This is an optimization exercise on Yosys and OpenROAD, whose aim is small area, a short achievable clock period and few clock cycles per item, not a production implementation. RTL that was checked went through simulation tests only; none was proved equivalent to the original. Power is estimated from default activity; no workload was simulated.

==> module dtfs_div10, before the edit <==
module dtfs_div10
(
    input  wire logic                neg,
    input  wire logic [DSUM_W-2:0]   y,
    input  wire logic [3:0]          rb,
    output logic [SAMPLE_W-1:0]      quot,
    output logic                     inc
);
    logic [4:0]  r [DSUM_W-1];      
    logic [4:0]  r8;                
    logic [17:0] q;
    assign r8 = dtfs_pkg::oh_add5(dtfs_pkg::oh_mod5({2'b00, y[18:17]}),
                                  dtfs_pkg::oh_add5(dtfs_pkg::oh_mod5(y[16:13]), dtfs_pkg::oh_mod5(y[12:9])));
    always_comb
    begin
        r[18] = 5'b00001;
        for (int i = 17; i >= 0; i--)
        begin
            q[i] = dtfs_pkg::q_step((i == 7) ? r8 : r[i+1], y[i+1]);
            r[i] = dtfs_pkg::oh_step((i == 7) ? r8 : r[i+1], y[i+1]);
        end
    end
    assign quot = q[SAMPLE_W-1:0];
    assign inc  = |(r[0] & dtfs_pkg::inc_mask(neg, y[0], rb));
endmodule
==> flow/config.mk <==
export PLATFORM = sky130hd
export DESIGN_NAME = differential_temp_fan_stepper_core
export DESIGN_NICKNAME = differential_temp_fan_stepper_core
export VERILOG_FILES = /design/flow/design.v
export SDC_FILE = /design/flow/constraint.sdc
export NUM_CORES = 4
export LEC_CHECK = 0
export ABC_AREA = 1
export CAP_MARGIN = 20
export CORE_MARGIN = 2
export CORE_UTILIZATION = 40
export CTS_CLUSTER_DIAMETER = 120
export CTS_CLUSTER_SIZE = 22
export SETUP_SLACK_MARGIN = 5
export SLEW_MARGIN = 20
export SYNTH_HIERARCHICAL = 1
==> flow/constraint.sdc <==
create_clock -name core_clock -period 8.0 [get_ports {clk}]
set_input_delay 1.6000 -clock core_clock [delete_from_list [all_inputs] [get_ports {clk}]]
set_output_delay 1.6000 -clock core_clock [all_outputs]
set_load 0.01 [all_outputs]
standard.sh (not shown) runs the stock make flow with config.mk's settings and CLKGATE_MAP_FILE= SYNTH_SCRIPT=/design/flow/synth_recipe.tcl, a recipe that flattens the netlist after the stock synthesis.
==> flow/flow/run.sh <==
#!/bin/bash
# Layout flow: the standard flow (standard.sh, synthesis to finish),
# unchanged except that buffer_ports builds the input and output port
# buffers from sky130_fd_sc_hd__buf_2 rather than the cell it picks itself.
# standard.sh's full output is kept in standard.log in this folder.
set -e
export BUFFER_PORTS_ARGS="-buffer_cell sky130_fd_sc_hd__buf_2"
bash standard.sh > standard.log 2>&1
Edit:
--- a/flow/design.v
+++ b/flow/design.v
@@ -456,30 +456,40 @@
     assign status_relay_low_cap      = cap_reg[0];
     assign status_relay_high_cap     = cap_reg[1];
     assign status_main_relay         = main_reg;
 endmodule
+import dtfs_pkg::*;
 module dtfs_div10
 (
     input  wire logic                neg,
     input  wire logic [DSUM_W-2:0]   y,
     input  wire logic [3:0]          rb,
     output logic [SAMPLE_W-1:0]      quot,
     output logic                     inc
 );
-    logic [4:0]  r [DSUM_W-1];      
-    logic [4:0]  r8;                
-    logic [17:0] q;
-    assign r8 = dtfs_pkg::oh_add5(dtfs_pkg::oh_mod5({2'b00, y[18:17]}),
-                                  dtfs_pkg::oh_add5(dtfs_pkg::oh_mod5(y[16:13]), dtfs_pkg::oh_mod5(y[12:9])));
-    always_comb
-    begin
-        r[18] = 5'b00001;
-        for (int i = 17; i >= 0; i--)
-        begin
-            q[i] = dtfs_pkg::q_step((i == 7) ? r8 : r[i+1], y[i+1]);
-            r[i] = dtfs_pkg::oh_step((i == 7) ? r8 : r[i+1], y[i+1]);
-        end
-    end
-    assign quot = q[SAMPLE_W-1:0];
-    assign inc  = |(r[0] & dtfs_pkg::inc_mask(neg, y[0], rb));
+    logic [4:0]  m3;        
+    logic [4:0]  m2;
+    logic [4:0]  m1;
+    logic [4:0]  m0;
+    logic [4:0]  r3;        
+    logic [4:0]  r2;
+    logic [4:0]  r1;
+    logic [4:0]  r0;
+    logic [4:0]  rf;        
+    logic [3:0]  q3;
+    assign m3 = dtfs_pkg::oh_mod5(y[16:13]);
+    assign m2 = dtfs_pkg::oh_mod5(y[12:9]);
+    assign m1 = dtfs_pkg::oh_mod5(y[8:5]);
+    assign m0 = dtfs_pkg::oh_mod5(y[4:1]);
+    assign r3 = dtfs_pkg::oh_mod5({2'b00, y[18:17]});
+    assign r2 = dtfs_pkg::oh_add5(r3, m3);
+    assign r1 = dtfs_pkg::oh_add5(r3, dtfs_pkg::oh_add5(m3, m2));
+    assign r0 = dtfs_pkg::oh_add5(r2, dtfs_pkg::oh_add5(m2, m1));
+    assign rf = dtfs_pkg::oh_add5(r1, dtfs_pkg::oh_add5(m1, m0));
+    assign q3 = dtfs_pkg::div5_digit(r3, y[16:13]);
+    assign quot = {q3[2:0],
+                   dtfs_pkg::div5_digit(r2, y[12:9]),
+                   dtfs_pkg::div5_digit(r1, y[8:5]),
+                   dtfs_pkg::div5_digit(r0, y[4:1])};
+    assign inc = |(rf & dtfs_pkg::inc_mask(neg, y[0], rb));
 endmodule
 `default_nettype wire
=> Fmax climbs by roughly a tenth; synthesized cell count rose by a few percent; routed wire length grows by a few percent; area after synthesis climbs by a few percent; power climbs by a few percent; count of clock-buffer cells in the layout stays the same; worst hold slack is better by 0.014 ns; setup slack gains 0.26 ns; design area increases slightly; clock power barely changes; via count went up by a few percent.
Testbench counts after the change, summed over its fixed seeds: cycles 16,040, items 16,000.
The RTL of the first run of this note was laid out without a check of its function.

==> re-timing with driven ports <==
How much do the figures lean on ideal ports? The routed layouts below were timed once more, with nothing changed but the port constraints.
Step 1 sets driving cells, clkbuf_16 on the clock port and buf_2 on the other inputs (assumed; they add their load-dependent delay and slew).
Step 2 times the ports against the registers' clock, not the clock port: input delays grow and output delays shrink by t, the midpoint of the rising clock arrivals with the driver on.
Three values: no drivers, after step 1, after step 2; two values: the first two.
run	shift t [ns]	setup slack, ns	latest minus earliest clock arrival (ns)	pins driven straight from the clock port
the first run	0.601	4.902 / 4.902 / 4.604	0.029 / 0.029	1
the second run	0.601	5.166 / 5.175 / 4.597	0.027 / 0.027	1
After both steps setup and hold are still met in every run listed. The setup slack of the second run, which loses most, moves by +0.009 ns with the drivers and by -0.569 ns with both steps.
